This is an optimization exercise on Yosys and OpenROAD, whose aim is small area, not a production implementation. Only simulation tests tie the RTL to the original design; equivalence was not proved. No activity file was given, so power comes from the tool's default toggle rates.

==> flow/design.v <==
module l1_state_array #(
  parameter int NUM_SETS     = 64,
  parameter int NUM_WAYS     = 8,
  parameter int NUM_RD_PORTS = 2,
  parameter int STATE_W      = 2,
  parameter int INV_STATE    = 0,
  localparam int SET_W       = $clog2(NUM_SETS)
) (
  input  logic                                     clk,
  input  logic                                     reset_n,
  input  logic [NUM_RD_PORTS-1:0]                  rd_en_mm1,
  input  logic [NUM_RD_PORTS*SET_W-1:0]            rd_set_mm1,
  output logic [NUM_RD_PORTS-1:0]                  rd_valid_mm2,
  output logic [NUM_RD_PORTS*NUM_WAYS*STATE_W-1:0] rd_state_mm2,
  input  logic                                     wr_en_mm3,
  input  logic [SET_W-1:0]                         wr_set_mm3,
  input  logic [NUM_WAYS-1:0]                      wr_way_mask_mm3,
  input  logic [STATE_W-1:0]                       wr_state_mm3,
  input  logic                                     flash_inv_req,
  output logic                                     ready,
  output logic                                     flash_inv_done,
  output logic                                     wr_err
);
  localparam int LINE_W = NUM_WAYS * STATE_W;
  localparam int NTRI   = NUM_SETS / 3;           
  localparam int NPART  = NTRI + 1;               
  localparam int NQUAD  = (NPART + 3) / 4;        
  logic                                r_ready;    
  logic                                r_flush;    
  logic [SET_W-1:0]                    r_cnt;
  logic                                r_done;
  logic                                r_wr_err;
  logic                                w_sweep;
  logic                                w_sweep_last;
  logic                                w_wr_acc;
  logic [NUM_SETS-1:0][LINE_W-1:0]     r_mem;
  logic [NUM_RD_PORTS-1:0]             r_rd_valid;
  logic [NUM_RD_PORTS*SET_W-1:0]       r_rd_set;
  assign w_sweep      = ~r_ready;
  assign w_sweep_last = (r_cnt == SET_W'(NUM_SETS - 1));
  assign w_wr_acc     = wr_en_mm3 & r_ready;
  always_ff @(posedge clk or negedge reset_n) begin
    if (!reset_n) begin
      r_ready  <= 1'b0;
      r_flush  <= 1'b0;
      r_cnt    <= '0;
      r_done   <= 1'b0;
      r_wr_err <= 1'b0;
    end else begin
      r_wr_err <= wr_en_mm3 & ~r_ready;
      r_done   <= w_sweep & r_flush & w_sweep_last;
      if (w_sweep) begin
        r_cnt <= r_cnt + SET_W'(1);
        if (w_sweep_last) r_ready <= 1'b1;
      end else if (flash_inv_req) begin
        r_ready <= 1'b0;
        r_flush <= 1'b1;
      end
    end
  end
  logic [7:0]                w_wr_hi, w_wr_lo;    
  logic [NUM_SETS-1:0]       w_row_n;             
  logic [NUM_WAYS-1:0]       w_way_n;             
  logic [STATE_W-1:0]        w_wdata;
  l1sa_dec3 u_wr_hi (.en(w_wr_acc), .all(w_sweep), .a(wr_set_mm3[5:3]), .y(w_wr_hi));
  l1sa_dec3a u_wr_lo (.all(w_sweep), .a(wr_set_mm3[2:0]), .y(w_wr_lo));
  for (genvar s = 0; s < NUM_SETS; s++) begin : g_row
    l1sa_nand2 u_row (.a(w_wr_hi[s/8]), .b(w_wr_lo[s%8]), .y(w_row_n[s]));
  end
  for (genvar w = 0; w < NUM_WAYS; w++) begin : g_col
    l1sa_nor2 u_col (.a(wr_way_mask_mm3[w]), .b(w_sweep), .y(w_way_n[w]));
  end
  assign w_wdata = w_sweep ? STATE_W'(INV_STATE) : wr_state_mm3;
  for (genvar s = 0; s < NUM_SETS; s++) begin : g_set
    for (genvar w = 0; w < NUM_WAYS; w++) begin : g_way
      logic w_we;
      l1sa_nor2 u_we (.a(w_row_n[s]), .b(w_way_n[w]), .y(w_we));
      always_ff @(posedge clk) begin
        if (w_we) r_mem[s][w*STATE_W +: STATE_W] <= w_wdata;
      end
    end
  end
  always_ff @(posedge clk or negedge reset_n) begin
    if (!reset_n) r_rd_valid <= '0;
    else          r_rd_valid <= rd_en_mm1 & {NUM_RD_PORTS{r_ready}};
  end
  always_ff @(posedge clk) begin
    r_rd_set <= rd_set_mm1;
  end
  for (genvar p = 0; p < NUM_RD_PORTS; p++) begin : g_port
    logic [7:0]          w_hi, w_lo;        
    logic [NUM_SETS-1:0] w_sel;             
    logic                w_valid_n;
    l1sa_inv u_valid_n (.a(r_rd_valid[p]), .y(w_valid_n));
    l1sa_dec3h u_hi (.a(r_rd_set[p*SET_W+3 +: 3]), .y(w_hi));
    l1sa_dec3h u_lo (.a(r_rd_set[p*SET_W +: 3]), .y(w_lo));
    for (genvar s = 0; s < NUM_SETS; s++) begin : g_sel
      l1sa_and2 u_sel (.a(w_hi[s/8]), .b(w_lo[s%8]), .y(w_sel[s]));
    end
    for (genvar b = 0; b < LINE_W; b++) begin : g_bit
      logic [NPART-1:0]     w_part_n;        
      logic [NQUAD-1:0]     w_quad;          
      for (genvar t = 0; t < NTRI; t++) begin : g_tri
        l1sa_aoi222 u_tri (
          .a1(w_sel[3*t]),   .a2(r_mem[3*t][b]),
          .b1(w_sel[3*t+1]), .b2(r_mem[3*t+1][b]),
          .c1(w_sel[3*t+2]), .c2(r_mem[3*t+2][b]),
          .y(w_part_n[t]));
      end
      l1sa_nand2 u_last (.a(w_sel[NUM_SETS-1]), .b(r_mem[NUM_SETS-1][b]), .y(w_part_n[NTRI]));
      for (genvar q = 0; q < NQUAD - 1; q++) begin : g_quad
        l1sa_nand4 u_quad (.a(w_part_n[4*q]), .b(w_part_n[4*q+1]),
                           .c(w_part_n[4*q+2]), .d(w_part_n[4*q+3]), .y(w_quad[q]));
      end
      l1sa_nand2 u_quad_last (.a(w_part_n[NPART-2]), .b(w_part_n[NPART-1]), .y(w_quad[NQUAD-1]));
      l1sa_or6 u_out (.a(w_quad), .en_n(w_valid_n), .y(rd_state_mm2[p*LINE_W + b]));
    end
  end
  assign rd_valid_mm2   = r_rd_valid;
  assign ready          = r_ready;
  assign flash_inv_done = r_done;
  assign wr_err         = r_wr_err;
endmodule
module l1sa_dec3 (
  input  logic       en,
  input  logic       all,
  input  logic [2:0] a,
  output logic [7:0] y
);
  always_comb for (int unsigned i = 0; i < 8; i++) y[i] = all | (en & (a == 3'(i)));
endmodule
module l1sa_dec3a (
  input  logic       all,
  input  logic [2:0] a,
  output logic [7:0] y
);
  always_comb for (int unsigned i = 0; i < 8; i++) y[i] = all | (a == 3'(i));
endmodule
module l1sa_dec3h (
  input  logic [2:0] a,
  output logic [7:0] y
);
  always_comb for (int unsigned i = 0; i < 8; i++) y[i] = (a == 3'(i));
endmodule
module l1sa_aoi222 (
  input  logic a1, a2, b1, b2, c1, c2,
  output logic y
);
  assign y = ~((a1 & a2) | (b1 & b2) | (c1 & c2));
endmodule
module l1sa_or6 (
  input  logic [5:0] a,
  input  logic       en_n,
  output logic       y
);
  logic [2:0] w_n;
  l1sa_nor2  u_n0 (.a(a[0]), .b(a[1]), .y(w_n[0]));
  l1sa_nor2  u_n1 (.a(a[2]), .b(a[3]), .y(w_n[1]));
  l1sa_nor2  u_n2 (.a(a[4]), .b(a[5]), .y(w_n[2]));
  l1sa_aoi31 u_y  (.a1(w_n[0]), .a2(w_n[1]), .a3(w_n[2]), .b1(en_n), .y(y));
endmodule
module l1sa_aoi31 (
  input  logic a1, a2, a3, b1,
  output logic y
);
  assign y = ~((a1 & a2 & a3) | b1);
endmodule
module l1sa_inv (
  input  logic a,
  output logic y
);
  assign y = ~a;
endmodule
module l1sa_and2 (
  input  logic a, b,
  output logic y
);
  assign y = a & b;
endmodule
module l1sa_nand2 (
  input  logic a, b,
  output logic y
);
  assign y = ~(a & b);
endmodule
module l1sa_nand4 (
  input  logic a, b, c, d,
  output logic y
);
  assign y = ~(a & b & c & d);
endmodule
module l1sa_nor2 (
  input  logic a, b,
  output logic y
);
  assign y = ~(a | b);
endmodule
export LEC_CHECK = 0
export CAP_MARGIN = 20
export CORE_MARGIN = 2
export CORE_UTILIZATION = 40
export SLEW_MARGIN = 20
export SYNTH_HIERARCHICAL = 1
export SYNTH_MINIMUM_KEEP_SIZE = 0
create_clock -name core_clock -period 7.0 [get_ports {clk}]
standard.sh (not shown) runs the stock make flow with config.mk's settings and CLKGATE_MAP_FILE= SYNTH_SCRIPT=/design/flow/synth_recipe.tcl, a recipe that flattens the netlist after the stock synthesis.
==> flow/flow/run.sh <==
#!/bin/bash
# The standard layout (standard.sh), with two changes:
#  - port buffers use the smallest buffer cell instead of the default;
#  - clock tree synthesis uses larger sink clusters and no dummy loads.
set -euo pipefail
export BUFFER_PORTS_ARGS="-buffer_cell sky130_fd_sc_hd__buf_1"
export CTS_ARGS="-sink_clustering_enable -repair_clock_nets -sink_clustering_size 25 -sink_clustering_max_diameter 120 -dont_use_dummy_load"
bash standard.sh > standard.log 2>&1
Then changed:
==> flow/run.sh (new file) <==
#!/bin/bash
# synth_recipe.tcl (not shown) runs the flow's synth.tcl, then flattens the netlist and writes it again
# the make line also repeats each setting of config.mk as NAME=value (left out here)
make -C /OpenROAD-flow-scripts/flow DESIGN_CONFIG=/design/flow/config.mk WORK_HOME=/design/flow/orfs CLKGATE_MAP_FILE= SYNTH_SCRIPT=/design/flow/synth_recipe.tcl finish
- CTS_CLUSTER_DIAMETER: default -> 120
- CTS_CLUSTER_SIZE: default -> 25
removed: flow/flow/run.sh
removed: flow/standard.sh
=> The new run passed the timing, design-rule and antenna checks; via count rises by 3.0%; routed wire length rises by 8.5%; setup slack loses 690 ps; global-route usage rises by 2.5 points; core utilization rises by 0.62 points; count of clock-buffer cells in the layout rises by 38; total power rises by 2.8%; synthesized cell count does not change; critical path depth is unchanged; first-iteration DRC count rises by 21%; hold slack stays flat.

port drivers added, routing unchanged:
In the flow no input, the clock included, has a driving cell. The finished layouts below were timed again as built, in two steps. Step 1 sets driving cells, clkbuf_16 on the clock port and buf_2 on the other inputs (assumed; they add their load-dependent delay and slew). Step 2 adds t to the input delays and takes it off the output delays; t is the mean of the earliest and latest rising clock arrival at the registers after step 1. Input paths then give back, and output paths get back, about the clock's delay inside the block. a / b / c = ideal ports / drivers / drivers and shift; a / b = the first two.
run	shift t [ns]	setup WS [ns]	cell pins on the clock port's net
the first run	0.711	1.398 / 1.336 / 2.047	1
the second run	0.754	0.710 / 0.632 / 1.386	1
After both steps every run listed still meets setup and hold.
